What follows belongs to an exercise in optimizing a design on an open flow for small area; a production flow would make more cautious choices.
Only simulation tests tie the RTL to the original design; equivalence was not proved.

==> flow/design.v (outline; a module is shown in full before it is edited, if it fits) <==
// module fa: 10 lines
// module pw_conv: 27 lines
// module ds_block_top: 1204 lines
module ds_block_top #(
    parameter int IMG_W  = 6,
    parameter int IMG_H  = 5,
    parameter int STRIDE = 1
) (
    input  wire                                    clk,
    input  wire                                    rstn,
    input  wire                                    in_valid,
    input  wire  [ds_pkg::NCH*ds_pkg::ACT_W-1:0]   in_pix,
    output logic                                   out_valid,
    output logic [ds_pkg::NOUT*ds_pkg::ACT_W-1:0]  out_pix
);
  // ...
==> flow/flow/run.sh <==
#!/bin/bash
# The standard synthesis; then its combinational logic except the full adders
# mapped again by flow/remap.tcl (the logic before the depthwise result
# register for area, the pointwise stage with a delay target),
# and flow/equiv.tcl proving the result equivalent to the standard netlist;
# then the standard layout from floorplan on, with three changes: the port
# buffers are the smallest buffer (sky130_fd_sc_hd__buf_1); clock tree
# synthesis adds no dummy loads (its clustering settings repeat config.mk's);
# and the constant outputs share one tie cell instead of one each.
set -euo pipefail
export BUFFER_PORTS_ARGS="-buffer_cell sky130_fd_sc_hd__buf_1"
export SKIP_REPAIR_TIE_FANOUT=1
export CTS_ARGS="-sink_clustering_enable -repair_clock_nets -sink_clustering_size 14 -sink_clustering_max_diameter 90 -buf_list sky130_fd_sc_hd__clkbuf_8 -dont_use_dummy_load"
bash standard.sh synth > standard_synth.log 2>&1
R=orfs/results/sky130hd/ds_block_top/base
cp $R/1_2_yosys.v $R/1_2_yosys_standard.v
YOSYS="$FLOW_HOME/../tools/install/yosys/bin/yosys"
REMAP_RESULTS=$R REMAP_ABC=flow/remap.abc REMAP_ABC_PW=flow/remap_pw.abc "$YOSYS" -c flow/remap.tcl > remap.log 2>&1
REMAP_RESULTS=$R "$YOSYS" -c flow/equiv.tcl > equiv.log 2>&1
rm -f $R/1_synth.odb $R/1_synth.sdc
bash standard.sh > standard.log 2>&1
==> flow/flow/equiv.tcl <==
# Proves that the remapped netlist does what the standard synthesis's does:
# flip-flops are cut points (same instances in both), every other cell is
# read as its function.
yosys -import
set lib $::env(FLOW_HOME)/platforms/sky130hd/lib/sky130_fd_sc_hd__tt_025C_1v80.lib
set res $::env(REMAP_RESULTS)
read_liberty -ignore_miss_func $lib
blackbox sky130_fd_sc_hd__df* sky130_fd_sc_hd__edf* sky130_fd_sc_hd__sdf* sky130_fd_sc_hd__dl* sky130_fd_sc_hd__conb_*
read_verilog $res/1_2_yosys_standard.v
yosys rename ds_block_top gold
read_verilog $res/1_2_yosys.v
yosys rename ds_block_top gate
flatten gold gate
opt_clean -purge gold gate
equiv_make gold gate equiv
equiv_simple -seq 0 equiv
equiv_status -assert equiv
==> flow/flow/remap.abc <==
strash
dc2
&get -n
&dch -f
&nf -a -R 1000
&put
topo
==> flow/flow/remap.tcl <==
# Maps the combinational logic again: first the logic before the depthwise
# result register for area (every combinational cell except the full adders
# and the fan-in cone of out_pix), then the pointwise stage (that cone) with a
# delay target. All flip-flops, the full adders and the tie cell stay exactly
# as the standard synthesis made them.
yosys -import
set lib $::env(FLOW_HOME)/platforms/sky130hd/lib/sky130_fd_sc_hd__tt_025C_1v80.lib
set res $::env(REMAP_RESULTS)
# Each library cell as its function, for techmap
read_liberty -ignore_miss_func $lib
blackbox sky130_fd_sc_hd__df* sky130_fd_sc_hd__edf* sky130_fd_sc_hd__sdf* sky130_fd_sc_hd__dl* sky130_fd_sc_hd__fa_* sky130_fd_sc_hd__conb_*
write_verilog -noattr $res/remap_cells.v
design -reset
read_liberty -lib $lib
read_verilog $res/1_2_yosys_standard.v
hierarchy -top ds_block_top
select -set pw o:out_pix %ci*:-sky130_fd_sc_hd__dfxtp_1,sky130_fd_sc_hd__conb_1,sky130_fd_sc_hd__fa_1 t:* %i
select -set s1 t:* t:sky130_fd_sc_hd__df* t:sky130_fd_sc_hd__edf* t:sky130_fd_sc_hd__fa_* t:sky130_fd_sc_hd__conb_* %u %u %u %d @pw %d
tee -o $res/remap_cone.txt select -list @s1
techmap -map $res/remap_cells.v @s1
techmap
opt -fast
abc -liberty $lib -dont_use sky130_fd_sc_hd__lpflow_bleeder_1 -dont_use sky130_fd_sc_hd__lpflow_clkbufkapwr_1 -dont_use sky130_fd_sc_hd__lpflow_clkbufkapwr_16 -dont_use sky130_fd_sc_hd__lpflow_clkbufkapwr_2 -dont_use sky130_fd_sc_hd__lpflow_clkbufkapwr_4 -dont_use sky130_fd_sc_hd__lpflow_clkbufkapwr_8 -dont_use sky130_fd_sc_hd__lpflow_clkinvkapwr_1 -dont_use sky130_fd_sc_hd__lpflow_clkinvkapwr_16 -dont_use sky130_fd_sc_hd__lpflow_clkinvkapwr_2 -dont_use sky130_fd_sc_hd__lpflow_clkinvkapwr_4 -dont_use sky130_fd_sc_hd__lpflow_clkinvkapwr_8 -dont_use sky130_fd_sc_hd__lpflow_decapkapwr_12 -dont_use sky130_fd_sc_hd__lpflow_decapkapwr_3 -dont_use sky130_fd_sc_hd__lpflow_decapkapwr_4 -dont_use sky130_fd_sc_hd__lpflow_decapkapwr_6 -dont_use sky130_fd_sc_hd__lpflow_decapkapwr_8 -dont_use sky130_fd_sc_hd__lpflow_inputiso0n_1 -dont_use sky130_fd_sc_hd__lpflow_inputiso0p_1 -dont_use sky130_fd_sc_hd__lpflow_inputiso1n_1 -dont_use sky130_fd_sc_hd__lpflow_inputiso1p_1 -dont_use sky130_fd_sc_hd__lpflow_inputisolatch_1 -dont_use sky130_fd_sc_hd__lpflow_isobufsrc_1 -dont_use sky130_fd_sc_hd__lpflow_isobufsrc_16 -dont_use sky130_fd_sc_hd__lpflow_isobufsrc_2 -dont_use sky130_fd_sc_hd__lpflow_isobufsrc_4 -dont_use sky130_fd_sc_hd__lpflow_isobufsrc_8 -dont_use sky130_fd_sc_hd__lpflow_isobufsrckapwr_16 -dont_use sky130_fd_sc_hd__lpflow_lsbuf_lh_hl_isowell_tap_1 -dont_use sky130_fd_sc_hd__lpflow_lsbuf_lh_hl_isowell_tap_2 -dont_use sky130_fd_sc_hd__lpflow_lsbuf_lh_hl_isowell_tap_4 -dont_use sky130_fd_sc_hd__lpflow_lsbuf_lh_isowell_4 -dont_use sky130_fd_sc_hd__lpflow_lsbuf_lh_isowell_tap_1 -dont_use sky130_fd_sc_hd__lpflow_lsbuf_lh_isowell_tap_2 -dont_use sky130_fd_sc_hd__lpflow_lsbuf_lh_isowell_tap_4 -dont_use sky130_fd_sc_hd__probe_p_8 -dont_use sky130_fd_sc_hd__probec_p_8  -script $::env(REMAP_ABC) t:\$_*
opt_clean -purge
# The pointwise stage (its cone was selected before the first mapping, and
# its cells are untouched so far) is mapped again with a delay target.
select -set pw2 o:out_pix %ci*:-sky130_fd_sc_hd__dfxtp_1,sky130_fd_sc_hd__conb_1,sky130_fd_sc_hd__fa_1 t:sky130_fd_sc_hd__* %i
techmap -map $res/remap_cells.v @pw2
techmap
opt -fast
abc -liberty $lib -dont_use sky130_fd_sc_hd__lpflow_bleeder_1 -dont_use sky130_fd_sc_hd__lpflow_clkbufkapwr_1 -dont_use sky130_fd_sc_hd__lpflow_clkbufkapwr_16 -dont_use sky130_fd_sc_hd__lpflow_clkbufkapwr_2 -dont_use sky130_fd_sc_hd__lpflow_clkbufkapwr_4 -dont_use sky130_fd_sc_hd__lpflow_clkbufkapwr_8 -dont_use sky130_fd_sc_hd__lpflow_clkinvkapwr_1 -dont_use sky130_fd_sc_hd__lpflow_clkinvkapwr_16 -dont_use sky130_fd_sc_hd__lpflow_clkinvkapwr_2 -dont_use sky130_fd_sc_hd__lpflow_clkinvkapwr_4 -dont_use sky130_fd_sc_hd__lpflow_clkinvkapwr_8 -dont_use sky130_fd_sc_hd__lpflow_decapkapwr_12 -dont_use sky130_fd_sc_hd__lpflow_decapkapwr_3 -dont_use sky130_fd_sc_hd__lpflow_decapkapwr_4 -dont_use sky130_fd_sc_hd__lpflow_decapkapwr_6 -dont_use sky130_fd_sc_hd__lpflow_decapkapwr_8 -dont_use sky130_fd_sc_hd__lpflow_inputiso0n_1 -dont_use sky130_fd_sc_hd__lpflow_inputiso0p_1 -dont_use sky130_fd_sc_hd__lpflow_inputiso1n_1 -dont_use sky130_fd_sc_hd__lpflow_inputiso1p_1 -dont_use sky130_fd_sc_hd__lpflow_inputisolatch_1 -dont_use sky130_fd_sc_hd__lpflow_isobufsrc_1 -dont_use sky130_fd_sc_hd__lpflow_isobufsrc_16 -dont_use sky130_fd_sc_hd__lpflow_isobufsrc_2 -dont_use sky130_fd_sc_hd__lpflow_isobufsrc_4 -dont_use sky130_fd_sc_hd__lpflow_isobufsrc_8 -dont_use sky130_fd_sc_hd__lpflow_isobufsrckapwr_16 -dont_use sky130_fd_sc_hd__lpflow_lsbuf_lh_hl_isowell_tap_1 -dont_use sky130_fd_sc_hd__lpflow_lsbuf_lh_hl_isowell_tap_2 -dont_use sky130_fd_sc_hd__lpflow_lsbuf_lh_hl_isowell_tap_4 -dont_use sky130_fd_sc_hd__lpflow_lsbuf_lh_isowell_4 -dont_use sky130_fd_sc_hd__lpflow_lsbuf_lh_isowell_tap_1 -dont_use sky130_fd_sc_hd__lpflow_lsbuf_lh_isowell_tap_2 -dont_use sky130_fd_sc_hd__lpflow_lsbuf_lh_isowell_tap_4 -dont_use sky130_fd_sc_hd__probe_p_8 -dont_use sky130_fd_sc_hd__probec_p_8  -script $::env(REMAP_ABC_PW) t:\$_*
opt_clean -purge
splitnets
opt_clean -purge
insbuf -buf sky130_fd_sc_hd__buf_4 A X
tee -o $res/remap_stat.txt stat -liberty $lib
write_verilog -noattr -nohex -nodec $res/1_2_yosys.v
==> flow/flow/remap_pw.abc <==
strash
dc2
dch -f
map -D 4400
topo
==> flow/standard.sh <==
#!/bin/bash
# synth_recipe.tcl (not shown) runs the flow's synth.tcl, then flattens the netlist and writes it again
# the make line also repeats each setting of config.mk as NAME=value (left out here)
make -C /OpenROAD-flow-scripts/flow DESIGN_CONFIG=/design/flow/config.mk WORK_HOME=/design/flow/orfs CLKGATE_MAP_FILE= SYNTH_SCRIPT=/design/flow/synth_recipe.tcl "${@:-finish}"
==> flow/config.mk <==
export PLATFORM = sky130hd
export DESIGN_NAME = ds_block_top
export DESIGN_NICKNAME = ds_block_top
export VERILOG_FILES = /design/flow/design.v
export SDC_FILE = /design/flow/constraint.sdc
export NUM_CORES = 4
export LEC_CHECK = 0
export CAP_MARGIN = 20
export CORE_MARGIN = 2
export CORE_UTILIZATION = 40
export CTS_BUF_LIST = sky130_fd_sc_hd__clkbuf_8
export CTS_CLUSTER_DIAMETER = 90
export CTS_CLUSTER_SIZE = 14
export SLEW_MARGIN = 20
export SYNTH_HIERARCHICAL = 1
export SYNTH_MINIMUM_KEEP_SIZE = 0
==> flow/constraint.sdc <==
create_clock -name core_clock -period 8.0 [get_ports {clk}]
set_input_delay 1.6000 -clock core_clock [delete_from_list [all_inputs] [get_ports {clk}]]
set_output_delay 1.6000 -clock core_clock [all_outputs]
set_load 0.01 [all_outputs]
==> impl_metrics.py, run 1 <==
metrics = {
    "floorplan": {
        "dieArea_um2": 69600,
        "dieWidth_um": 264,
    },
    "global_routing": {
        "grt_pass1_wl_mm": 88.2,
        "grt-busiest-layer": "met2",
    },
    "layout": {
        "buf_share": 0.0182,
        "n_antenna_cell": 1,
        "inv_count": 147,
        "clk_share": 0.0201,
        "nets": 2480,
        "regArea_um2": 14300,
    },
    "cts": {
        "clock_sinks": 489,
        "cts_hold_buf": 0,
    },
    "timing": {
        "fin_crit_sh": 0.927,
        "hold_ws_ns": 0.381,
        "finalClockSkew_ns": 0.0857,
    },
    "drt": {
        "top_layer": "met5",
        "drc": 0,
        "ant_nets": 0,
    },
    "place": {
        "gp_congestion": 0.858,
    },
    "yosys": {
        "syn_area_per_cell_um2": 13.4,
    },
    "outcome": {
        "status": "no timing/DRC/antenna violations",
    },
}
==> inputs of run 2 (changes only) <==
--- a/flow/design.v
+++ b/flow/design.v
@@ -63,16 +63,20 @@
     input  wire  [ds_pkg::NCH*ds_pkg::ACT_W-1:0]   in_pix,
     output logic                                   out_valid,
     output logic [ds_pkg::NOUT*ds_pkg::ACT_W-1:0]  out_pix
 );
     logic [2:0]  col, row;
     logic [2:0]  ncol, nrow;
     logic        drain, adv, emit;
     logic        ok_l, ok_r, ok_t, ok_b;
+    assign ok_l = (col != 3'd1);
+    assign ok_r = (col != 3'd0);
+    assign ok_t = (col == 3'd0) ? (row != 3'd2) : (row != 3'd1);
+    assign ok_b = (col == 3'd0) ? (row != 3'd6) : (row != 3'd5);
     assign drain = (row == 3'd5) || (row == 3'd6);
     assign adv   = in_valid || drain;
     assign emit  = adv && (row != 3'd0) && !(row == 3'd1 && col == 3'd0);
     always_comb begin
         if (row == 3'd6) begin
             ncol = 3'd0;
             nrow = 3'd0;
         end else if (col == 3'd5) begin
@@ -82,27 +86,19 @@
             ncol = col + 3'd1;
             nrow = row;
         end
     end
     always_ff @(posedge clk or negedge rstn) begin
         if (!rstn) begin
             col   <= '0;
             row   <= '0;
-            ok_l  <= 1'b1;
-            ok_r  <= 1'b0;
-            ok_t  <= 1'b1;
-            ok_b  <= 1'b1;
         end else if (adv) begin
             col   <= ncol;
             row   <= nrow;
-            ok_l  <= (ncol != 3'd1);
-            ok_r  <= (ncol != 3'd0);
-            ok_t  <= (ncol == 3'd0) ? (nrow != 3'd2) : (nrow != 3'd1);
-            ok_b  <= (ncol == 3'd0) ? (nrow != 3'd6) : (nrow != 3'd5);
         end
     end
     logic [31:0] sr [1:14];
     always_ff @(posedge clk) begin
         if (adv) begin
             sr[1] <= in_pix;
             for (int i = 2; i <= 14; i++) sr[i] <= sr[i-1];
         end
@@ -862,27 +858,26 @@
     assign a_5s = ~a_0c ^ ~a_3s;
     assign a_5c = ~a_0c & ~a_3s;
     fa u_a_6 (.a(ta12[2]), .b(ta8[2]), .c(ta7[0]), .s(a_6s), .co(a_6c));
     fa u_a_7 (.a(ta14[2]), .b(ta2[0]), .c(ta2[2]), .s(a_7s), .co(a_7c));
     fa u_a_8 (.a(ta7[1]), .b(ta6[1]), .c(ta1[0]), .s(a_8s), .co(a_8c));
     fa u_a_9 (.a(ta1[2]), .b(a_3c), .c(a_7s), .s(a_9s), .co(a_9c));
     fa u_a_10 (.a(a_2c), .b(a_6s), .c(a_8s), .s(a_10s), .co(a_10c));
     fa u_a_11 (.a(a_5c), .b(a_4c), .c(a_10s), .s(a_11s), .co(a_11c));
-    assign a_12s = ~a_9s ^ ~ta0[0];
-    assign a_12c = ~a_9s & ~ta0[0];
+    fa u_a_12 (.a(a_9s), .b(ta0[0]), .c(~a_11s), .s(a_12s), .co(a_12c));
     fa u_a_13 (.a(ta14[0]), .b(ta12[3]), .c(ta8[3]), .s(a_13s), .co(a_13c));
     fa u_a_14 (.a(ta14[3]), .b(ta12[0]), .c(ta2[1]), .s(a_14s), .co(a_14c));
     fa u_a_15 (.a(ta7[1]), .b(ta7[2]), .c(ta6[2]), .s(a_15s), .co(a_15c));
     fa u_a_16 (.a(ta2[3]), .b(ta1[3]), .c(a_7c), .s(a_16s), .co(a_16c));
     fa u_a_17 (.a(ta1[1]), .b(a_6c), .c(a_8c), .s(a_17s), .co(a_17c));
     fa u_a_18 (.a(a_13s), .b(a_15s), .c(a_10c), .s(a_18s), .co(a_18c));
     fa u_a_19 (.a(a_14s), .b(a_9c), .c(a_16s), .s(a_19s), .co(a_19c));
     fa u_a_20 (.a(a_17s), .b(a_18s), .c(a_11c), .s(a_20s), .co(a_20c));
-    fa u_a_21 (.a(ta0[1]), .b(a_19s), .c(~a_12c), .s(a_21s), .co(a_21c));
+    fa u_a_21 (.a(ta0[1]), .b(a_19s), .c(a_12c), .s(a_21s), .co(a_21c));
     fa u_a_22 (.a(ta14[4]), .b(ta12[1]), .c(ta2[2]), .s(a_22s), .co(a_22c));
     fa u_a_23 (.a(ta12[4]), .b(ta8[4]), .c(ta7[2]), .s(a_23s), .co(a_23c));
     fa u_a_24 (.a(ta7[3]), .b(ta6[3]), .c(ta1[2]), .s(a_24s), .co(a_24c));
     fa u_a_25 (.a(ta2[4]), .b(ta1[4]), .c(ta14[1]), .s(a_25s), .co(a_25c));
     fa u_a_26 (.a(a_13c), .b(a_15c), .c(a_23s), .s(a_26s), .co(a_26c));
     fa u_a_27 (.a(a_14c), .b(a_22s), .c(a_25s), .s(a_27s), .co(a_27c));
     fa u_a_28 (.a(a_24s), .b(a_17c), .c(a_26s), .s(a_28s), .co(a_28c));
     fa u_a_29 (.a(a_16c), .b(a_27s), .c(ta0[2]), .s(a_29s), .co(a_29c));
@@ -903,29 +898,29 @@
     fa u_a_44 (.a(ta14[6]), .b(ta12[3]), .c(ta2[4]), .s(a_44s), .co(a_44c));
     fa u_a_45 (.a(ta7[4]), .b(ta7[5]), .c(ta6[5]), .s(a_45s), .co(a_45c));
     fa u_a_46 (.a(ta2[6]), .b(ta1[6]), .c(a_33c), .s(a_46s), .co(a_46c));
     fa u_a_47 (.a(ta1[4]), .b(a_32c), .c(a_34c), .s(a_47s), .co(a_47c));
     fa u_a_48 (.a(a_43s), .b(a_45s), .c(a_36c), .s(a_48s), .co(a_48c));
     fa u_a_49 (.a(a_44s), .b(a_35c), .c(a_46s), .s(a_49s), .co(a_49c));
     fa u_a_50 (.a(a_37c), .b(a_47s), .c(a_48s), .s(a_50s), .co(a_50c));
     fa u_a_51 (.a(ta0[4]), .b(a_38c), .c(a_49s), .s(a_51s), .co(a_51c));
-    fa u_a_52 (.a(a_39c), .b(~a_40c), .c(a_50s), .s(a_52s), .co(a_52c));
-    fa u_a_53 (.a(~a_51s), .b(a_52s), .c(a_41c), .s(a_53s), .co(a_53c));
+    fa u_a_52 (.a(a_39c), .b(a_50s), .c(a_41c), .s(a_52s), .co(a_52c));
+    fa u_a_53 (.a(a_40c), .b(a_51s), .c(a_42c), .s(a_53s), .co(a_53c));
     fa u_a_54 (.a(ta14[4]), .b(ta12[7]), .c(ta8[7]), .s(a_54s), .co(a_54c));
     fa u_a_55 (.a(ta14[7]), .b(ta12[4]), .c(ta2[5]), .s(a_55s), .co(a_55c));
     fa u_a_56 (.a(ta7[5]), .b(ta7[6]), .c(ta6[6]), .s(a_56s), .co(a_56c));
     fa u_a_57 (.a(ta2[7]), .b(ta1[7]), .c(a_44c), .s(a_57s), .co(a_57c));
     fa u_a_58 (.a(ta1[5]), .b(a_43c), .c(a_45c), .s(a_58s), .co(a_58c));
     fa u_a_59 (.a(a_54s), .b(a_56s), .c(a_47c), .s(a_59s), .co(a_59c));
     fa u_a_60 (.a(a_55s), .b(a_46c), .c(a_57s), .s(a_60s), .co(a_60c));
     fa u_a_61 (.a(a_58s), .b(a_48c), .c(a_59s), .s(a_61s), .co(a_61c));
     fa u_a_62 (.a(ta0[5]), .b(a_49c), .c(a_60s), .s(a_62s), .co(a_62c));
     fa u_a_63 (.a(a_50c), .b(a_61s), .c(a_52c), .s(a_63s), .co(a_63c));
-    fa u_a_64 (.a(a_51c), .b(a_62s), .c(~a_63s), .s(a_64s), .co(a_64c));
+    fa u_a_64 (.a(a_51c), .b(a_62s), .c(a_53c), .s(a_64s), .co(a_64c));
     fa u_a_65 (.a(ta14[5]), .b(ta12[8]), .c(ta8[8]), .s(a_65s), .co(a_65c));
     fa u_a_66 (.a(ta14[8]), .b(ta12[5]), .c(ta2[6]), .s(a_66s), .co(a_66c));
     fa u_a_67 (.a(ta7[6]), .b(ta7[7]), .c(ta6[7]), .s(a_67s), .co(a_67c));
     fa u_a_68 (.a(ta2[8]), .b(ta1[8]), .c(a_55c), .s(a_68s), .co(a_68c));
     fa u_a_69 (.a(ta1[6]), .b(a_54c), .c(a_56c), .s(a_69s), .co(a_69c));
     fa u_a_70 (.a(a_65s), .b(a_67s), .c(a_58c), .s(a_70s), .co(a_70c));
     fa u_a_71 (.a(a_66s), .b(a_57c), .c(a_68s), .s(a_71s), .co(a_71c));
     fa u_a_72 (.a(a_69s), .b(a_59c), .c(a_70s), .s(a_72s), .co(a_72c));
@@ -969,82 +964,82 @@
     fa u_a_110 (.a(ta14[12]), .b(ta12[9]), .c(ta2[10]), .s(a_110s), .co(a_110c));
     fa u_a_111 (.a(ta7[10]), .b(ta7[11]), .c(ta6[11]), .s(a_111s), .co(a_111c));
     fa u_a_112 (.a(ta2[12]), .b(ta1[12]), .c(a_99c), .s(a_112s), .co(a_112c));
     fa u_a_113 (.a(ta1[10]), .b(a_98c), .c(a_100c), .s(a_113s), .co(a_113c));
     fa u_a_114 (.a(a_109s), .b(a_111s), .c(a_102c), .s(a_114s), .co(a_114c));
     fa u_a_115 (.a(a_110s), .b(a_101c), .c(a_112s), .s(a_115s), .co(a_115c));
     fa u_a_116 (.a(a_113s), .b(a_103c), .c(a_114s), .s(a_116s), .co(a_116c));
     fa u_a_117 (.a(ta0[10]), .b(a_104c), .c(a_115s), .s(a_117s), .co(a_117c));
-    fa u_a_118 (.a(a_105c), .b(a_116s), .c(~a_106c), .s(a_118s), .co(a_118c));
-    fa u_a_119 (.a(~a_117s), .b(a_118s), .c(a_107c), .s(a_119s), .co(a_119c));
+    fa u_a_118 (.a(a_105c), .b(a_116s), .c(a_107c), .s(a_118s), .co(a_118c));
+    fa u_a_119 (.a(a_106c), .b(a_117s), .c(a_108c), .s(a_119s), .co(a_119c));
     fa u_a_120 (.a(ta14[10]), .b(ta12[13]), .c(ta8[13]), .s(a_120s), .co(a_120c));
     fa u_a_121 (.a(ta14[13]), .b(ta12[10]), .c(ta2[11]), .s(a_121s), .co(a_121c));
     fa u_a_122 (.a(ta7[11]), .b(ta7[12]), .c(ta6[12]), .s(a_122s), .co(a_122c));
     fa u_a_123 (.a(ta2[13]), .b(ta1[13]), .c(a_110c), .s(a_123s), .co(a_123c));
     fa u_a_124 (.a(ta1[11]), .b(a_109c), .c(a_111c), .s(a_124s), .co(a_124c));
     fa u_a_125 (.a(a_120s), .b(a_122s), .c(a_113c), .s(a_125s), .co(a_125c));
     fa u_a_126 (.a(a_121s), .b(a_112c), .c(a_123s), .s(a_126s), .co(a_126c));
     fa u_a_127 (.a(a_124s), .b(a_114c), .c(a_125s), .s(a_127s), .co(a_127c));
     fa u_a_128 (.a(ta0[11]), .b(a_115c), .c(a_126s), .s(a_128s), .co(a_128c));
     fa u_a_129 (.a(a_116c), .b(a_127s), .c(a_118c), .s(a_129s), .co(a_129c));
-    fa u_a_130 (.a(a_117c), .b(a_128s), .c(~a_129s), .s(a_130s), .co(a_130c));
+    fa u_a_130 (.a(a_117c), .b(a_128s), .c(a_119c), .s(a_130s), .co(a_130c));
     fa u_a_131 (.a(ta14[11]), .b(ta12[14]), .c(ta8[14]), .s(a_131s), .co(a_131c));
     fa u_a_132 (.a(ta14[14]), .b(ta12[11]), .c(ta2[12]), .s(a_132s), .co(a_132c));
     fa u_a_133 (.a(ta7[12]), .b(ta7[13]), .c(ta6[13]), .s(a_133s), .co(a_133c));
     fa u_a_134 (.a(ta2[14]), .b(ta1[14]), .c(a_121c), .s(a_134s), .co(a_134c));
     fa u_a_135 (.a(ta1[12]), .b(a_120c), .c(a_122c), .s(a_135s), .co(a_135c));
     fa u_a_136 (.a(a_131s), .b(a_133s), .c(a_124c), .s(a_136s), .co(a_136c));
     fa u_a_137 (.a(a_132s), .b(a_123c), .c(a_134s), .s(a_137s), .co(a_137c));
     fa u_a_138 (.a(a_135s), .b(a_125c), .c(a_136s), .s(a_138s), .co(a_138c));
     fa u_a_139 (.a(ta0[12]), .b(a_126c), .c(a_137s), .s(a_139s), .co(a_139c));
-    fa u_a_140 (.a(a_127c), .b(a_138s), .c(a_129c), .s(a_140s), .co(a_140c));
-    fa u_a_141 (.a(a_128c), .b(a_139s), .c(a_130c), .s(a_141s), .co(a_141c));
+    fa u_a_140 (.a(a_127c), .b(a_138s), .c(~a_128c), .s(a_140s), .co(a_140c));
+    fa u_a_141 (.a(~a_139s), .b(a_140s), .c(a_129c), .s(a_141s), .co(a_141c));
     fa u_a_142 (.a(ta12[12]), .b(ta12[15]), .c(ta8[15]), .s(a_142s), .co(a_142c));
     fa u_a_143 (.a(ta14[15]), .b(ta7[13]), .c(ta7[14]), .s(a_143s), .co(a_143c));
     fa u_a_144 (.a(ta6[14]), .b(ta2[15]), .c(ta1[13]), .s(a_144s), .co(a_144c));
     fa u_a_145 (.a(ta2[13]), .b(ta14[12]), .c(a_132c), .s(a_145s), .co(a_145c));
     fa u_a_146 (.a(ta1[15]), .b(a_131c), .c(a_133c), .s(a_146s), .co(a_146c));
     fa u_a_147 (.a(a_143s), .b(a_144s), .c(a_135c), .s(a_147s), .co(a_147c));
     fa u_a_148 (.a(a_142s), .b(a_134c), .c(a_145s), .s(a_148s), .co(a_148c));
     fa u_a_149 (.a(a_146s), .b(a_136c), .c(a_147s), .s(a_149s), .co(a_149c));
     fa u_a_150 (.a(ta0[13]), .b(a_137c), .c(a_148s), .s(a_150s), .co(a_150c));
-    fa u_a_151 (.a(a_138c), .b(a_149s), .c(~a_139c), .s(a_151s), .co(a_151c));
-    fa u_a_152 (.a(~a_150s), .b(a_151s), .c(a_140c), .s(a_152s), .co(a_152c));
+    fa u_a_151 (.a(a_138c), .b(a_149s), .c(a_140c), .s(a_151s), .co(a_151c));
+    fa u_a_152 (.a(a_139c), .b(a_150s), .c(~a_151s), .s(a_152s), .co(a_152c));
     fa u_a_153 (.a(ta12[13]), .b(ta7[15]), .c(ta6[15]), .s(a_153s), .co(a_153c));
     fa u_a_154 (.a(ta7[14]), .b(ta1[14]), .c(ta14[12]), .s(a_154s), .co(a_154c));
     fa u_a_155 (.a(ta2[14]), .b(ta14[13]), .c(a_142c), .s(a_155s), .co(a_155c));
     fa u_a_156 (.a(a_143c), .b(a_144c), .c(a_154s), .s(a_156s), .co(a_156c));
     fa u_a_157 (.a(a_153s), .b(a_145c), .c(a_155s), .s(a_157s), .co(a_157c));
     fa u_a_158 (.a(a_146c), .b(a_156s), .c(a_147c), .s(a_158s), .co(a_158c));
     fa u_a_159 (.a(ta0[14]), .b(a_148c), .c(a_157s), .s(a_159s), .co(a_159c));
     fa u_a_160 (.a(a_149c), .b(a_158s), .c(a_151c), .s(a_160s), .co(a_160c));
-    fa u_a_161 (.a(a_150c), .b(a_159s), .c(~a_160s), .s(a_161s), .co(a_161c));
+    fa u_a_161 (.a(a_150c), .b(a_159s), .c(a_152c), .s(a_161s), .co(a_161c));
     fa u_a_162 (.a(ta12[14]), .b(ta7[15]), .c(ta1[15]), .s(a_162s), .co(a_162c));
     fa u_a_163 (.a(ta2[15]), .b(ta14[13]), .c(a_154c), .s(a_163s), .co(a_163c));
     fa u_a_164 (.a(ta14[14]), .b(a_153c), .c(a_162s), .s(a_164s), .co(a_164c));
     fa u_a_165 (.a(a_156c), .b(a_163s), .c(ta0[15]), .s(a_165s), .co(a_165c));
     fa u_a_166 (.a(a_155c), .b(a_164s), .c(a_157c), .s(a_166s), .co(a_166c));
     fa u_a_167 (.a(a_158c), .b(a_165s), .c(a_160c), .s(a_167s), .co(a_167c));
     fa u_a_168 (.a(a_159c), .b(a_166s), .c(a_161c), .s(a_168s), .co(a_168c));
     fa u_a_169 (.a(ta12[15]), .b(ta14[14]), .c(a_163c), .s(a_169s), .co(a_169c));
     fa u_a_170 (.a(ta14[15]), .b(a_162c), .c(a_164c), .s(a_170s), .co(a_170c));
     fa u_a_171 (.a(a_169s), .b(~a_170s), .c(a_165c), .s(a_171s), .co(a_171c));
     fa u_a_172 (.a(~a_166c), .b(a_171s), .c(a_167c), .s(a_172s), .co(a_172c));
     fa u_a_173 (.a(1'b1), .b(a_169c), .c(~a_170c), .s(a_173s), .co(a_173c));
     assign a_174s = a_173s ^ a_171c;
     assign a_174c = a_173s & a_171c;
-    assign sa = {1'b1, a_173c, a_174s, ~a_168c, a_167s, ~a_161s, ~a_141c, a_140s, ~a_130s, ~a_108c, a_107s, ~a_97s, ~a_75c, a_74s, a_53c, ~a_42c, a_41s, a_30s, a_20s, a_11s, a_5s, a_1s} + {1'b0, a_174c, a_172c, a_172s, ~a_168s, a_152c, a_152s, ~a_141s, a_119c, a_119s, ~a_108s, a_86c, a_86s, ~a_75s, ~a_64s, a_53s, ~a_42s, ~a_31s, ~a_21s, a_12s, a_4s, ~a_0s};
+    assign sa = {1'b1, a_173c, a_174s, ~a_168c, a_167s, a_160s, ~a_152s, ~a_130c, a_129s, a_118s, a_107s, ~a_97s, ~a_75c, a_74s, a_63s, a_52s, a_41s, a_30s, a_20s, ~a_12s, a_5s, a_1s} + {1'b0, a_174c, a_172c, a_172s, ~a_168s, ~a_161s, a_141c, a_141s, ~a_130s, ~a_119s, ~a_108s, a_86c, a_86s, ~a_75s, ~a_64s, ~a_53s, ~a_42s, ~a_31s, ~a_21s, 1'b0, a_4s, ~a_0s};
     fa u_b_0 (.a(tb13[0]), .b(tb6[0]), .c(tb2[0]), .s(b_0s), .co(b_0c));
     assign b_1s = tb12[0] ^ ~b_0s;
     assign b_1c = tb12[0] & ~b_0s;
     fa u_b_2 (.a(tb13[0]), .b(tb13[1]), .c(tb8[0]), .s(b_2s), .co(b_2c));
     fa u_b_3 (.a(tb7[0]), .b(tb6[1]), .c(tb2[1]), .s(b_3s), .co(b_3c));
     fa u_b_4 (.a(b_0c), .b(b_2s), .c(b_3s), .s(b_4s), .co(b_4c));
-    fa u_b_5 (.a(tb12[1]), .b(b_1c), .c(~b_4s), .s(b_5s), .co(b_5c));
+    fa u_b_5 (.a(tb12[1]), .b(b_1c), .c(tb0[1]), .s(b_5s), .co(b_5c));
     fa u_b_6 (.a(tb14[0]), .b(tb12[0]), .c(tb12[2]), .s(b_6s), .co(b_6c));
     fa u_b_7 (.a(tb13[1]), .b(tb13[2]), .c(tb8[1]), .s(b_7s), .co(b_7c));
     fa u_b_8 (.a(tb7[0]), .b(tb7[1]), .c(tb6[2]), .s(b_8s), .co(b_8c));
     fa u_b_9 (.a(tb2[2]), .b(b_2c), .c(b_3c), .s(b_9s), .co(b_9c));
     fa u_b_10 (.a(b_7s), .b(b_8s), .c(b_4c), .s(b_10s), .co(b_10c));
     fa u_b_11 (.a(b_6s), .b(tb0[2]), .c(b_5c), .s(b_11s), .co(b_11c));
     assign b_12s = ~b_9s ^ ~b_10s;
     assign b_12c = ~b_9s & ~b_10s;
@@ -1062,70 +1057,65 @@
     fa u_b_24 (.a(tb7[2]), .b(tb7[3]), .c(tb6[4]), .s(b_24s), .co(b_24c));
     fa u_b_25 (.a(tb2[4]), .b(tb14[2]), .c(b_13c), .s(b_25s), .co(b_25c));
     fa u_b_26 (.a(tb14[1]), .b(b_14c), .c(b_23s), .s(b_26s), .co(b_26c));
     fa u_b_27 (.a(b_15c), .b(b_22s), .c(b_24s), .s(b_27s), .co(b_27c));
     fa u_b_28 (.a(b_16c), .b(b_17c), .c(b_25s), .s(b_28s), .co(b_28c));
     fa u_b_29 (.a(b_27s), .b(tb0[1]), .c(b_18c), .s(b_29s), .co(b_29c));
     fa u_b_30 (.a(b_26s), .b(tb0[4]), .c(b_19c), .s(b_30s), .co(b_30c));
     fa u_b_31 (.a(b_28s), .b(b_20c), .c(b_29s), .s(b_31s), .co(b_31c));
-    assign b_32s = b_30s ^ b_21c;
-    assign b_32c = b_30s & b_21c;
+    fa u_b_32 (.a(b_30s), .b(~b_31s), .c(b_21c), .s(b_32s), .co(b_32c));
     fa u_b_33 (.a(tb14[3]), .b(tb12[3]), .c(tb12[5]), .s(b_33s), .co(b_33c));
     fa u_b_34 (.a(tb13[4]), .b(tb13[5]), .c(tb8[4]), .s(b_34s), .co(b_34c));
     fa u_b_35 (.a(tb7[3]), .b(tb7[4]), .c(tb6[5]), .s(b_35s), .co(b_35c));
     fa u_b_36 (.a(tb2[2]), .b(tb14[2]), .c(b_23c), .s(b_36s), .co(b_36c));
     fa u_b_37 (.a(tb2[5]), .b(b_22c), .c(b_24c), .s(b_37s), .co(b_37c));
     fa u_b_38 (.a(b_34s), .b(b_35s), .c(b_25c), .s(b_38s), .co(b_38c));
     fa u_b_39 (.a(b_33s), .b(b_26c), .c(b_36s), .s(b_39s), .co(b_39c));
     fa u_b_40 (.a(b_27c), .b(b_37s), .c(tb0[2]), .s(b_40s), .co(b_40c));
     fa u_b_41 (.a(b_38s), .b(b_28c), .c(b_40s), .s(b_41s), .co(b_41c));
     fa u_b_42 (.a(tb0[5]), .b(b_39s), .c(b_30c), .s(b_42s), .co(b_42c));
     fa u_b_43 (.a(b_29c), .b(b_41s), .c(b_31c), .s(b_43s), .co(b_43c));
-    assign b_44s = b_32c ^ b_42s;
-    assign b_44c = b_32c & b_42s;
+    fa u_b_44 (.a(b_42s), .b(~b_43s), .c(b_32c), .s(b_44s), .co(b_44c));
     fa u_b_45 (.a(tb14[4]), .b(tb12[4]), .c(tb12[6]), .s(b_45s), .co(b_45c));
     fa u_b_46 (.a(tb13[5]), .b(tb13[6]), .c(tb8[5]), .s(b_46s), .co(b_46c));
     fa u_b_47 (.a(tb7[4]), .b(tb7[5]), .c(tb6[6]), .s(b_47s), .co(b_47c));
     fa u_b_48 (.a(tb2[6]), .b(b_34c), .c(b_35c), .s(b_48s), .co(b_48c));
     fa u_b_49 (.a(tb2[3]), .b(b_33c), .c(b_45s), .s(b_49s), .co(b_49c));
     fa u_b_50 (.a(b_46s), .b(b_47s), .c(b_37c), .s(b_50s), .co(b_50c));
     fa u_b_51 (.a(b_36c), .b(b_49s), .c(tb0[6]), .s(b_51s), .co(b_51c));
     fa u_b_52 (.a(b_48s), .b(tb0[3]), .c(b_38c), .s(b_52s), .co(b_52c));
     fa u_b_53 (.a(b_50s), .b(b_40c), .c(b_52s), .s(b_53s), .co(b_53c));
-    fa u_b_54 (.a(b_39c), .b(b_51s), .c(~b_41c), .s(b_54s), .co(b_54c));
-    fa u_b_55 (.a(b_42c), .b(b_54s), .c(b_44c), .s(b_55s), .co(b_55c));
-    assign b_56s = ~b_53s ^ ~b_43c;
-    assign b_56c = ~b_53s & ~b_43c;
+    fa u_b_54 (.a(b_39c), .b(b_51s), .c(b_42c), .s(b_54s), .co(b_54c));
+    fa u_b_55 (.a(b_41c), .b(b_53s), .c(b_43c), .s(b_55s), .co(b_55c));
+    fa u_b_56 (.a(b_54s), .b(~b_55s), .c(b_44c), .s(b_56s), .co(b_56c));
     fa u_b_57 (.a(tb14[5]), .b(tb12[5]), .c(tb12[7]), .s(b_57s), .co(b_57c));
     fa u_b_58 (.a(tb13[6]), .b(tb13[7]), .c(tb8[6]), .s(b_58s), .co(b_58c));
     fa u_b_59 (.a(tb7[5]), .b(tb7[6]), .c(tb6[7]), .s(b_59s), .co(b_59c));
     fa u_b_60 (.a(tb2[7]), .b(b_46c), .c(b_47c), .s(b_60s), .co(b_60c));
     fa u_b_61 (.a(tb2[4]), .b(b_45c), .c(b_57s), .s(b_61s), .co(b_61c));
     fa u_b_62 (.a(b_58s), .b(b_59s), .c(b_48c), .s(b_62s), .co(b_62c));
     fa u_b_63 (.a(b_49c), .b(b_61s), .c(tb0[7]), .s(b_63s), .co(b_63c));
     fa u_b_64 (.a(b_60s), .b(tb0[4]), .c(b_50c), .s(b_64s), .co(b_64c));
     fa u_b_65 (.a(b_62s), .b(b_52c), .c(b_64s), .s(b_65s), .co(b_65c));
     fa u_b_66 (.a(b_51c), .b(b_63s), .c(b_54c), .s(b_66s), .co(b_66c));
-    fa u_b_67 (.a(b_56c), .b(b_66s), .c(b_55c), .s(b_67s), .co(b_67c));
-    assign b_68s = ~b_53c ^ ~b_65s;
-    assign b_68c = ~b_53c & ~b_65s;
+    fa u_b_67 (.a(b_53c), .b(b_65s), .c(b_55c), .s(b_67s), .co(b_67c));
+    fa u_b_68 (.a(b_66s), .b(~b_67s), .c(b_56c), .s(b_68s), .co(b_68c));
     fa u_b_69 (.a(tb14[6]), .b(tb12[6]), .c(tb12[8]), .s(b_69s), .co(b_69c));
     fa u_b_70 (.a(tb13[7]), .b(tb13[8]), .c(tb8[7]), .s(b_70s), .co(b_70c));
     fa u_b_71 (.a(tb7[6]), .b(tb7[7]), .c(tb6[8]), .s(b_71s), .co(b_71c));
     fa u_b_72 (.a(tb2[8]), .b(b_58c), .c(b_59c), .s(b_72s), .co(b_72c));
     fa u_b_73 (.a(tb2[5]), .b(b_57c), .c(b_69s), .s(b_73s), .co(b_73c));
     fa u_b_74 (.a(b_70s), .b(b_71s), .c(b_60c), .s(b_74s), .co(b_74c));
     fa u_b_75 (.a(b_61c), .b(b_73s), .c(tb0[8]), .s(b_75s), .co(b_75c));
     fa u_b_76 (.a(b_72s), .b(tb0[5]), .c(b_62c), .s(b_76s), .co(b_76c));
     fa u_b_77 (.a(b_74s), .b(b_64c), .c(b_76s), .s(b_77s), .co(b_77c));
-    fa u_b_78 (.a(b_63c), .b(b_75s), .c(b_68c), .s(b_78s), .co(b_78c));
-    fa u_b_79 (.a(b_65c), .b(b_77s), .c(~b_78s), .s(b_79s), .co(b_79c));
-    assign b_80s = b_66c ^ ~b_79s;
-    assign b_80c = b_66c & ~b_79s;
+    fa u_b_78 (.a(b_63c), .b(b_75s), .c(b_66c), .s(b_78s), .co(b_78c));
+    fa u_b_79 (.a(b_65c), .b(b_77s), .c(b_67c), .s(b_79s), .co(b_79c));
+    fa u_b_80 (.a(b_78s), .b(~b_79s), .c(b_68c), .s(b_80s), .co(b_80c));
     fa u_b_81 (.a(tb14[7]), .b(tb12[7]), .c(tb12[9]), .s(b_81s), .co(b_81c));
     fa u_b_82 (.a(tb13[8]), .b(tb13[9]), .c(tb8[8]), .s(b_82s), .co(b_82c));
     fa u_b_83 (.a(tb7[7]), .b(tb7[8]), .c(tb6[9]), .s(b_83s), .co(b_83c));
     fa u_b_84 (.a(tb2[9]), .b(b_70c), .c(b_71c), .s(b_84s), .co(b_84c));
     fa u_b_85 (.a(tb2[6]), .b(b_69c), .c(b_81s), .s(b_85s), .co(b_85c));
     fa u_b_86 (.a(b_82s), .b(b_83s), .c(b_72c), .s(b_86s), .co(b_86c));
     fa u_b_87 (.a(b_73c), .b(b_85s), .c(tb0[9]), .s(b_87s), .co(b_87c));
     fa u_b_88 (.a(b_84s), .b(tb0[6]), .c(b_74c), .s(b_88s), .co(b_88c));
@@ -1140,44 +1130,42 @@
     fa u_b_96 (.a(tb2[10]), .b(b_82c), .c(b_83c), .s(b_96s), .co(b_96c));
     fa u_b_97 (.a(tb2[7]), .b(b_81c), .c(b_93s), .s(b_97s), .co(b_97c));
     fa u_b_98 (.a(b_94s), .b(b_95s), .c(b_84c), .s(b_98s), .co(b_98c));
     fa u_b_99 (.a(b_85c), .b(b_97s), .c(tb0[10]), .s(b_99s), .co(b_99c));
     fa u_b_100 (.a(b_96s), .b(tb0[7]), .c(b_86c), .s(b_100s), .co(b_100c));
     fa u_b_101 (.a(b_98s), .b(b_88c), .c(b_100s), .s(b_101s), .co(b_101c));
     fa u_b_102 (.a(b_87c), .b(b_99s), .c(b_90c), .s(b_102s), .co(b_102c));
     fa u_b_103 (.a(b_89c), .b(b_101s), .c(~b_102s), .s(b_103s), .co(b_103c));
-    assign b_104s = b_91c ^ ~b_103s;
-    assign b_104c = b_91c & ~b_103s;
+    fa u_b_104 (.a(~b_103s), .b(b_91c), .c(b_92c), .s(b_104s), .co(b_104c));
     fa u_b_105 (.a(tb14[9]), .b(tb12[9]), .c(tb12[11]), .s(b_105s), .co(b_105c));
     fa u_b_106 (.a(tb13[10]), .b(tb13[11]), .c(tb8[10]), .s(b_106s), .co(b_106c));
     fa u_b_107 (.a(tb7[9]), .b(tb7[10]), .c(tb6[11]), .s(b_107s), .co(b_107c));
     fa u_b_108 (.a(tb2[11]), .b(b_94c), .c(b_95c), .s(b_108s), .co(b_108c));
     fa u_b_109 (.a(tb2[8]), .b(b_93c), .c(b_105s), .s(b_109s), .co(b_109c));
     fa u_b_110 (.a(b_106s), .b(b_107s), .c(b_96c), .s(b_110s), .co(b_110c));
     fa u_b_111 (.a(b_97c), .b(b_109s), .c(tb0[11]), .s(b_111s), .co(b_111c));
     fa u_b_112 (.a(b_108s), .b(tb0[8]), .c(b_98c), .s(b_112s), .co(b_112c));
     fa u_b_113 (.a(b_110s), .b(b_100c), .c(b_112s), .s(b_113s), .co(b_113c));
-    fa u_b_114 (.a(b_99c), .b(b_111s), .c(~b_101c), .s(b_114s), .co(b_114c));
-    fa u_b_115 (.a(~b_113s), .b(b_114s), .c(b_102c), .s(b_115s), .co(b_115c));
-    assign b_116s = ~b_103c ^ b_115s;
-    assign b_116c = ~b_103c & b_115s;
+    fa u_b_114 (.a(b_99c), .b(b_111s), .c(b_102c), .s(b_114s), .co(b_114c));
+    fa u_b_115 (.a(b_101c), .b(b_113s), .c(b_103c), .s(b_115s), .co(b_115c));
+    assign b_116s = b_114s ^ ~b_115s;
+    assign b_116c = b_114s & ~b_115s;
     fa u_b_117 (.a(tb14[10]), .b(tb12[10]), .c(tb12[12]), .s(b_117s), .co(b_117c));
     fa u_b_118 (.a(tb13[11]), .b(tb13[12]), .c(tb8[11]), .s(b_118s), .co(b_118c));
     fa u_b_119 (.a(tb7[10]), .b(tb7[11]), .c(tb6[12]), .s(b_119s), .co(b_119c));
     fa u_b_120 (.a(tb2[12]), .b(b_106c), .c(b_107c), .s(b_120s), .co(b_120c));
     fa u_b_121 (.a(tb2[9]), .b(b_105c), .c(b_117s), .s(b_121s), .co(b_121c));
     fa u_b_122 (.a(b_118s), .b(b_119s), .c(b_108c), .s(b_122s), .co(b_122c));
     fa u_b_123 (.a(b_109c), .b(b_121s), .c(tb0[12]), .s(b_123s), .co(b_123c));
     fa u_b_124 (.a(b_120s), .b(tb0[9]), .c(b_110c), .s(b_124s), .co(b_124c));
     fa u_b_125 (.a(b_122s), .b(b_112c), .c(b_124s), .s(b_125s), .co(b_125c));
     fa u_b_126 (.a(b_111c), .b(b_123s), .c(b_114c), .s(b_126s), .co(b_126c));
-    fa u_b_127 (.a(b_113c), .b(b_125s), .c(~b_126s), .s(b_127s), .co(b_127c));
-    assign b_128s = b_115c ^ ~b_127s;
-    assign b_128c = b_115c & ~b_127s;
+    fa u_b_127 (.a(b_113c), .b(b_125s), .c(b_115c), .s(b_127s), .co(b_127c));
+    fa u_b_128 (.a(b_126s), .b(b_116c), .c(~b_127s), .s(b_128s), .co(b_128c));
     fa u_b_129 (.a(tb14[11]), .b(tb12[11]), .c(tb12[13]), .s(b_129s), .co(b_129c));
     fa u_b_130 (.a(tb13[12]), .b(tb13[13]), .c(tb8[12]), .s(b_130s), .co(b_130c));
     fa u_b_131 (.a(tb7[11]), .b(tb7[12]), .c(tb6[13]), .s(b_131s), .co(b_131c));
     fa u_b_132 (.a(tb2[13]), .b(b_118c), .c(b_119c), .s(b_132s), .co(b_132c));
     fa u_b_133 (.a(tb2[10]), .b(b_117c), .c(b_129s), .s(b_133s), .co(b_133c));
     fa u_b_134 (.a(b_130s), .b(b_131s), .c(b_120c), .s(b_134s), .co(b_134c));
     fa u_b_135 (.a(b_121c), .b(b_133s), .c(tb0[13]), .s(b_135s), .co(b_135c));
     fa u_b_136 (.a(b_132s), .b(tb0[10]), .c(b_122c), .s(b_136s), .co(b_136c));
@@ -1192,61 +1180,57 @@
     fa u_b_144 (.a(tb2[14]), .b(b_130c), .c(b_131c), .s(b_144s), .co(b_144c));
     fa u_b_145 (.a(tb2[11]), .b(b_129c), .c(b_141s), .s(b_145s), .co(b_145c));
     fa u_b_146 (.a(b_142s), .b(b_143s), .c(b_132c), .s(b_146s), .co(b_146c));
     fa u_b_147 (.a(b_133c), .b(b_145s), .c(tb0[14]), .s(b_147s), .co(b_147c));
     fa u_b_148 (.a(b_144s), .b(tb0[11]), .c(b_134c), .s(b_148s), .co(b_148c));
     fa u_b_149 (.a(b_146s), .b(b_136c), .c(b_148s), .s(b_149s), .co(b_149c));
     fa u_b_150 (.a(b_135c), .b(b_147s), .c(b_138c), .s(b_150s), .co(b_150c));
     fa u_b_151 (.a(b_137c), .b(b_149s), .c(~b_150s), .s(b_151s), .co(b_151c));
-    assign b_152s = b_139c ^ ~b_151s;
-    assign b_152c = b_139c & ~b_151s;
+    fa u_b_152 (.a(~b_151s), .b(b_139c), .c(b_140c), .s(b_152s), .co(b_152c));
     fa u_b_153 (.a(tb13[14]), .b(tb12[15]), .c(tb8[14]), .s(b_153s), .co(b_153c));
     fa u_b_154 (.a(tb13[15]), .b(tb12[13]), .c(tb6[15]), .s(b_154s), .co(b_154c));
     fa u_b_155 (.a(tb7[13]), .b(tb7[14]), .c(tb14[13]), .s(b_155s), .co(b_155c));
     fa u_b_156 (.a(tb2[12]), .b(tb2[15]), .c(b_141c), .s(b_156s), .co(b_156c));
     fa u_b_157 (.a(b_142c), .b(b_143c), .c(b_153s), .s(b_157s), .co(b_157c));
     fa u_b_158 (.a(b_154s), .b(b_145c), .c(b_156s), .s(b_158s), .co(b_158c));
     fa u_b_159 (.a(b_155s), .b(b_144c), .c(b_157s), .s(b_159s), .co(b_159c));
     fa u_b_160 (.a(tb0[12]), .b(tb0[15]), .c(b_146c), .s(b_160s), .co(b_160c));
     fa u_b_161 (.a(b_159s), .b(b_148c), .c(b_160s), .s(b_161s), .co(b_161c));
-    fa u_b_162 (.a(b_158s), .b(b_147c), .c(~b_149c), .s(b_162s), .co(b_162c));
-    fa u_b_163 (.a(~b_161s), .b(b_162s), .c(b_150c), .s(b_163s), .co(b_163c));
-    assign b_164s = ~b_151c ^ b_163s;
-    assign b_164c = ~b_151c & b_163s;
+    fa u_b_162 (.a(b_158s), .b(b_147c), .c(b_150c), .s(b_162s), .co(b_162c));
+    fa u_b_163 (.a(b_149c), .b(b_161s), .c(b_151c), .s(b_163s), .co(b_163c));
+    assign b_164s = b_162s ^ ~b_163s;
+    assign b_164c = b_162s & ~b_163s;
     fa u_b_165 (.a(tb14[14]), .b(tb13[15]), .c(tb12[14]), .s(b_165s), .co(b_165c));
     fa u_b_166 (.a(tb8[15]), .b(tb7[15]), .c(tb2[13]), .s(b_166s), .co(b_166c));
     fa u_b_167 (.a(tb7[14]), .b(b_153c), .c(b_155c), .s(b_167s), .co(b_167c));
     fa u_b_168 (.a(tb14[13]), .b(b_154c), .c(b_165s), .s(b_168s), .co(b_168c));
     fa u_b_169 (.a(b_166s), .b(b_156c), .c(b_168s), .s(b_169s), .co(b_169c));
     fa u_b_170 (.a(b_157c), .b(b_167s), .c(tb0[13]), .s(b_170s), .co(b_170c));
     fa u_b_171 (.a(b_159c), .b(b_160c), .c(b_170s), .s(b_171s), .co(b_171c));
     fa u_b_172 (.a(b_158c), .b(b_169s), .c(~b_161c), .s(b_172s), .co(b_172c));
-    fa u_b_173 (.a(~b_171s), .b(b_162c), .c(b_172s), .s(b_173s), .co(b_173c));
-    assign b_174s = b_173s ^ b_163c;
-    assign b_174c = b_173s & b_163c;
+    fa u_b_173 (.a(~b_171s), .b(b_172s), .c(b_162c), .s(b_173s), .co(b_173c));
+    fa u_b_174 (.a(~b_163c), .b(b_173s), .c(b_164c), .s(b_174s), .co(b_174c));
     fa u_b_175 (.a(tb7[15]), .b(tb2[14]), .c(b_165c), .s(b_175s), .co(b_175c));
     fa u_b_176 (.a(tb14[15]), .b(tb12[15]), .c(b_167c), .s(b_176s), .co(b_176c));
     fa u_b_177 (.a(b_166c), .b(b_168c), .c(b_175s), .s(b_177s), .co(b_177c));
     fa u_b_178 (.a(tb0[14]), .b(b_176s), .c(b_170c), .s(b_178s), .co(b_178c));
-    fa u_b_179 (.a(b_169c), .b(b_177s), .c(~b_171c), .s(b_179s), .co(b_179c));
-    fa u_b_180 (.a(b_172c), .b(b_179s), .c(b_173c), .s(b_180s), .co(b_180c));
-    assign b_181s = ~b_178s ^ b_180s;
-    assign b_181c = ~b_178s & b_180s;
+    fa u_b_179 (.a(b_169c), .b(b_177s), .c(b_172c), .s(b_179s), .co(b_179c));
+    fa u_b_180 (.a(b_171c), .b(b_178s), .c(~b_179s), .s(b_180s), .co(b_180c));
+    assign b_181s = ~b_180s ^ b_173c;
+    assign b_181c = ~b_180s & b_173c;
     fa u_b_182 (.a(tb2[15]), .b(b_175c), .c(tb0[15]), .s(b_182s), .co(b_182c));
-    fa u_b_183 (.a(~b_176c), .b(b_177c), .c(b_182s), .s(b_183s), .co(b_183c));
-    fa u_b_184 (.a(~b_178c), .b(b_183s), .c(b_179c), .s(b_184s), .co(b_184c));
-    assign b_185s = b_184s ^ b_180c;
-    assign b_185c = b_184s & b_180c;
+    fa u_b_183 (.a(b_177c), .b(b_182s), .c(b_179c), .s(b_183s), .co(b_183c));
+    fa u_b_184 (.a(b_176c), .b(b_178c), .c(b_180c), .s(b_184s), .co(b_184c));
+    fa u_b_185 (.a(b_183s), .b(~b_184s), .c(b_181c), .s(b_185s), .co(b_185c));
     fa u_b_186 (.a(tb2[15]), .b(b_182c), .c(b_183c), .s(b_186s), .co(b_186c));
-    assign b_187s = b_186s ^ b_184c;
-    assign b_187c = b_186s & b_184c;
-    assign b_188s = ~tb2[15] ^ b_186c;
-    assign b_188c = ~tb2[15] & b_186c;
-    assign sb = {1'b1, b_188s, b_187s, b_181c, b_174c, b_164c, b_152c, b_140c, b_128c, b_116c, b_104c, b_92c, b_80c, b_67c, b_68s, b_56s, ~b_43s, ~b_31s, ~b_20s, b_12s, tb0[1], b_1s} + {b_188c, b_187c, b_185c, b_185s, b_181s, b_174s, b_164s, b_152s, b_140s, b_128s, b_116s, b_104s, b_92s, b_80s, b_67s, b_55s, b_44s, b_32s, b_21s, b_11s, b_5s, tb0[0]};
+    assign b_187s = ~b_184c ^ b_186s;
+    assign b_187c = ~b_184c & b_186s;
+    fa u_b_188 (.a(~tb2[15]), .b(b_186c), .c(b_187c), .s(b_188s), .co(b_188c));
+    assign sb = {1'b1, b_188s, b_187s, b_185s, b_181s, b_174s, b_164s, b_152s, b_140s, b_128s, b_116s, b_104s, b_92s, b_80s, b_68s, b_56s, b_44s, b_32s, ~b_20s, b_12s, ~b_4s, b_1s} + {b_188c, 1'b0, b_185c, 1'b0, b_174c, 1'b0, b_152c, 1'b0, b_128c, 1'b0, b_104c, 1'b0, b_80c, 1'b0, 1'b0, 1'b0, 1'b0, 1'b0, b_21s, b_11s, b_5s, tb0[0]};
     always_ff @(posedge clk) begin
         d0 <= sa[21] ? 15'd0 : sa[20:6];
         d1 <= sb[21] ? 15'd0 : sb[20:6];
     end
     always_ff @(posedge clk or negedge rstn) begin
         if (!rstn) out_valid <= 1'b0;
         else       out_valid <= emit;
     end
==> flow/flow/run.sh (replaced) <==
#!/bin/bash
# The standard layout with two changes: the port buffers are the smallest
# buffer (sky130_fd_sc_hd__buf_1) rather than the one buffer_ports picks by
# default, and clock tree synthesis adds no dummy loads. The clustering
# settings repeat config.mk's. The constant outputs share one tie cell.
set -euo pipefail
export BUFFER_PORTS_ARGS="-buffer_cell sky130_fd_sc_hd__buf_1"
export SKIP_REPAIR_TIE_FANOUT=1
export CTS_ARGS="-sink_clustering_enable -repair_clock_nets -sink_clustering_size 16 -sink_clustering_max_diameter 100 -buf_list sky130_fd_sc_hd__clkbuf_8 -dont_use_dummy_load"
bash standard.sh > standard.log 2>&1
==> flow/config.mk (replaced) <==
export PLATFORM = sky130hd
export DESIGN_NAME = ds_block_top
export DESIGN_NICKNAME = ds_block_top
export VERILOG_FILES = /design/flow/design.v
export SDC_FILE = /design/flow/constraint.sdc
export NUM_CORES = 4
export LEC_CHECK = 0
export CAP_MARGIN = 20
export CORE_MARGIN = 2
export CORE_UTILIZATION = 40
export CTS_BUF_LIST = sky130_fd_sc_hd__clkbuf_8
export CTS_CLUSTER_DIAMETER = 100
export CTS_CLUSTER_SIZE = 16
export SLEW_MARGIN = 20
export SYNTH_HIERARCHICAL = 1
export SYNTH_MINIMUM_KEEP_SIZE = 0
removed: flow/flow/equiv.tcl
removed: flow/flow/remap.abc
removed: flow/flow/remap.tcl
removed: flow/flow/remap_pw.abc
==> run 2 against run 1 <==
  * Still clean
  * Synthesized cell count decreased by 8.0%
  * Worst setup slack got worse by 0.36 ns
  * Critical path depth decreased by 1
  * Count of clock-buffer cells in the layout decreased by 4
  * Final area increased by 1.9%
  * Via count decreased by 2.2%
  * Final cell count decreased by 5.3%
  * First-iteration DRC count increased by 8.4%
  * Non-clock buffer count increased by 4
  * Critical path type unchanged
==> impl_metrics.py, run 2 <==
metrics = {
    "cts": {
        "path_clk_slew_ns": 0.10,
        "cts_buffer_depth": 3,
        "clock_latency_ns": 0.62,
        "htreeDepth": 2,
        "clock_sinks": 485,
        "root_buffer": "clkbuf_8",
        "cts_hold_buf": 0,
        "tritoncts": "done",
        "cts-buffers-inserted": 38,
    },
    "timing": {
        "setup_viol": 0,
        "tns_ns": 0,
        "worstMarginPinSlew_ns": 1.17,
        "slew_headroom": 0.218,
        "drv_slew": 0,
        "finalHoldViolations": 0,
        "finalCriticalPeriod_ns": 7.77,
        "finalClockSkew_ns": 0.0797,
        "hold_ws_ns": 0.381,
        "fin_crit_sh": 0.971,
        "max_freq_mhz": 129,
    },
    "worst_setup_path": {
        "path_delay_family": "adder cells",
        "crit_path_top_delay_cell": "fa_1",
        "end_kind": "flip-flop",
        "crit_top_cell": "fa_1",
        "worstPathArrival_ns": 8.23,
        "cpPeakStageDelay_ns": 0.57,
        "crit_fanout": 10,
        "required_ns": 8.46,
        "cp_num_buf_inv": 3,
        "start_kind": "flip-flop",
        "critical_path_class": "reg2reg",
    },
    "yosys": {
        "synth_edf_count": 448,
        "yosys.area.top_type": "edfxtp_1",
        "synth_area_leaders": "edfxtp_1 (49%), fa_1 (26%), ha_1 (4.4%), nand2_1 (3.8%), dfxtp_1 (2.2%)",
        "yosysMostFrequentCell": "edfxtp_1",
        "ys_seq_area_frac": 0.521,
        "synth_warnings": 9,
        "synthCells": 1860,
        "synthesis.nets": 2344,
        "synth.distinct_cells": 77,
        "synth_area_um2": 27300,
        "synth_top_area_frac": 0.493,
        "synth_flop_cell": "edfxtp_1",
        "ys_seq_elements": 485,
        "syn_area_per_cell_um2": 14.7,
        "synth_commonest_cells": "edfxtp_1 (448), fa_1 (354), nand2_1 (280)",
        "async_flop_share": 0.0144,
    },
    "layout": {
        "fill_cells": 6018,
        "largest_register_ffs": 448,
        "final_cell_mix": "edfxtp_1 (448), fa_1 (349), nand2_1 (271)",
        "area_growth_pct": 7.39,
        "top_register": "sr",
        "nets": 2429,
        "reg_top3": "sr x448, d0 x15, d1 x15",
        "final_common_cell": "edfxtp_1",
        "drive_gt1_frac": 0.0628,
    },
    "place": {
        "portBuffers": 76,
        "dp_hpwl_mm": 43.6,
        "gp_congestion": 0.907,
    },
    "floorplan": {
        "initial_core_util": 0.405,
        "die_y_um": 265,
        "row_count": 95,
        "dieArea_um2": 70400,
        "core_area_um2": 67400,
        "dieWidth_um": 265,
        "io_pins": 100,
    },
    "global_routing": {
        "use_met2": 0.260,
        "gr-total-overflow": 0,
        "grt_pass1_wl_mm": 88.2,
        "grt-busiest-layer": "met2",
        "grt_max_degree": 191,
        "grt_use_met3": 0.0265,
        "grtUsageMet1": 0.236,
        "grt_pass1_vias": 15800,
        "antenna_found_initial": 1,
        "grt_usage": 0.164,
    },
    "drt": {
        "viasPerCell": 5.15,
        "vias": 14500,
        "ant_nets": 0,
        "drc": 0,
        "drt_iter0_drc": 1108,
        "dr.pass1.iters": 5,
        "drt-wirelength-per-cell_um": 19.9,
        "wirelength_mm": 56.1,
    },
    "worst_hold_path": {
        "holdCritPathClass": "reg2reg",
    },
    "job": {
        "max-cap-violations": 0,
    },
    "outcome": {
        "status": "no timing/DRC/antenna violations",
    },
}
-- run 2: Yosys stat by module, one instance, submodules excluded --
module        flops+latches  area [um^2]
pw_conv                   0         2860
ds_block_top            485        17400
fa                        0         20.0
-- run 2: metrics by stage --
| step | utilization | setup slack, ns | instance area (um^2) | cells |
|---|---|---|---|---|
| 2_1_floorplan | - | 0.0926 | 27300 | 1860 |
| 3_3_place_gp | 0.424 | 0.154 | 28600 | 2772 |
| 3_5_place_dp | 0.424 | 0.0319 | 28600 | 2772 |
| 4_1_cts | 0.432 | 0.00796 | 29100 | 2810 |
| 5_1_grt | 0.435 | -0.0633 | 29300 | 2817 |
| 6_report | 0.435 | 0.228 | 29300 | 2817 |
-- run 2: final timing paths --
path | from | end | slack (ns) | cells past startpoint
max | col[2]$_DFFE_PN0P_ | d0[13]$_SDFF_PN0_ | 0.23 | 26
min reg2reg | sr[10][8]$_DFFE_PP_ | sr[11][8]$_DFFE_PP_ | 0.38 | 0
max in group asynchronous | rstn | out_valid$_DFF_PN0_ | 6.77 | 1
min | sr[10][8]$_DFFE_PP_ | sr[11][8]$_DFFE_PP_ | 0.38 | 0
min in group asynchronous | rstn | row[2]$_DFFE_PN0P_ | 0.90 | 1
max reg2reg | col[2]$_DFFE_PN0P_ | d0[13]$_SDFF_PN0_ | 0.23 | 26
-- run 2: layout make-up --
type	count	area [um^2]	area share
Sequential cell	485	14200	0.485
Multi-Input combinational cell	1207	12500	0.425
Tap cell	873	1090	0.0373
Timing Repair Buffer	105	602	0.0205
Clock buffer	38	523	0.0178
Inverter	108	405	0.0138
Antenna cell	1	2.50	0.0000854
-- run 2: cells by family after synthesis --
logic type / after synthesis / share of synthesized area
AOI/OAI and AO/OA: 202 / 0.0508
xor gates and xnor gates: 59 / 0.0192
adders and majority gates: 449 / 0.303
buffers and inverters: 168 / 0.0269
DFF: 485 / 0.521
muxes: 2 / 0.000825
other: 2 / 0.000275
and+or+nand+nor: 493 / 0.0776
-- run 2: worst reg2reg max path: cells and delay by family, from the launching register on --
family | cells | cell delay (ns)
flip-flops | 1 | 0.44
adder cells (fa/ha/maj) | 11 | 4.65
multiplexers | 1 | 0.33
AO/OA/AOI/OAI | 8 | 1.29
AND/OR/NAND/NOR | 3 | 0.65
buffers and inverters | 3 | 0.27
-- run 2: layer usage --
layer | vias to the layer above | share of wire
met3 | 73 | 0.049
met5 | - | 0
met1 | 7592 | 0.47
met4 | 0 | 0.021
li1 | 6514 | -
met2 | 317 | 0.46
-- run 2: repair_timing --
action                     4_1_cts  5_1_grt
resized for setup                1       34
gates cloned                     0        1
setup endpoints to repair        1       30
pin swaps                        0        6
hold endpoints to repair         0        0
buffers inserted                 0        5

[static timing again, ports no longer ideal]
How much do the figures lean on ideal ports? The routed layouts below were timed once more, with nothing changed but the port constraints. Step 1 assumes that a clkbuf_16 drives the clock port and a buf_2 every other input. Step 2 also shifts input and output timing later by t, the mid clock arrival at the registers, as if the neighbouring blocks saw the same clock. Three values: ideal, step 1, step 2; two values: the first two.
run | shift t [ns] | setup WS [ns] | hold WS [ns] | worst setup path at the end | worst slew at a driven data input, ns
run 1 | 0.662 | 0.584 / 0.561 / 0.584 | 0.381 / 0.381 / 0.381 | register to register | 0.05
run 2 | 0.644 | 0.228 / 0.228 / 0.228 | 0.381 / 0.381 / 0.381 | register to register | 0.05
After both steps every run listed still meets setup and hold.
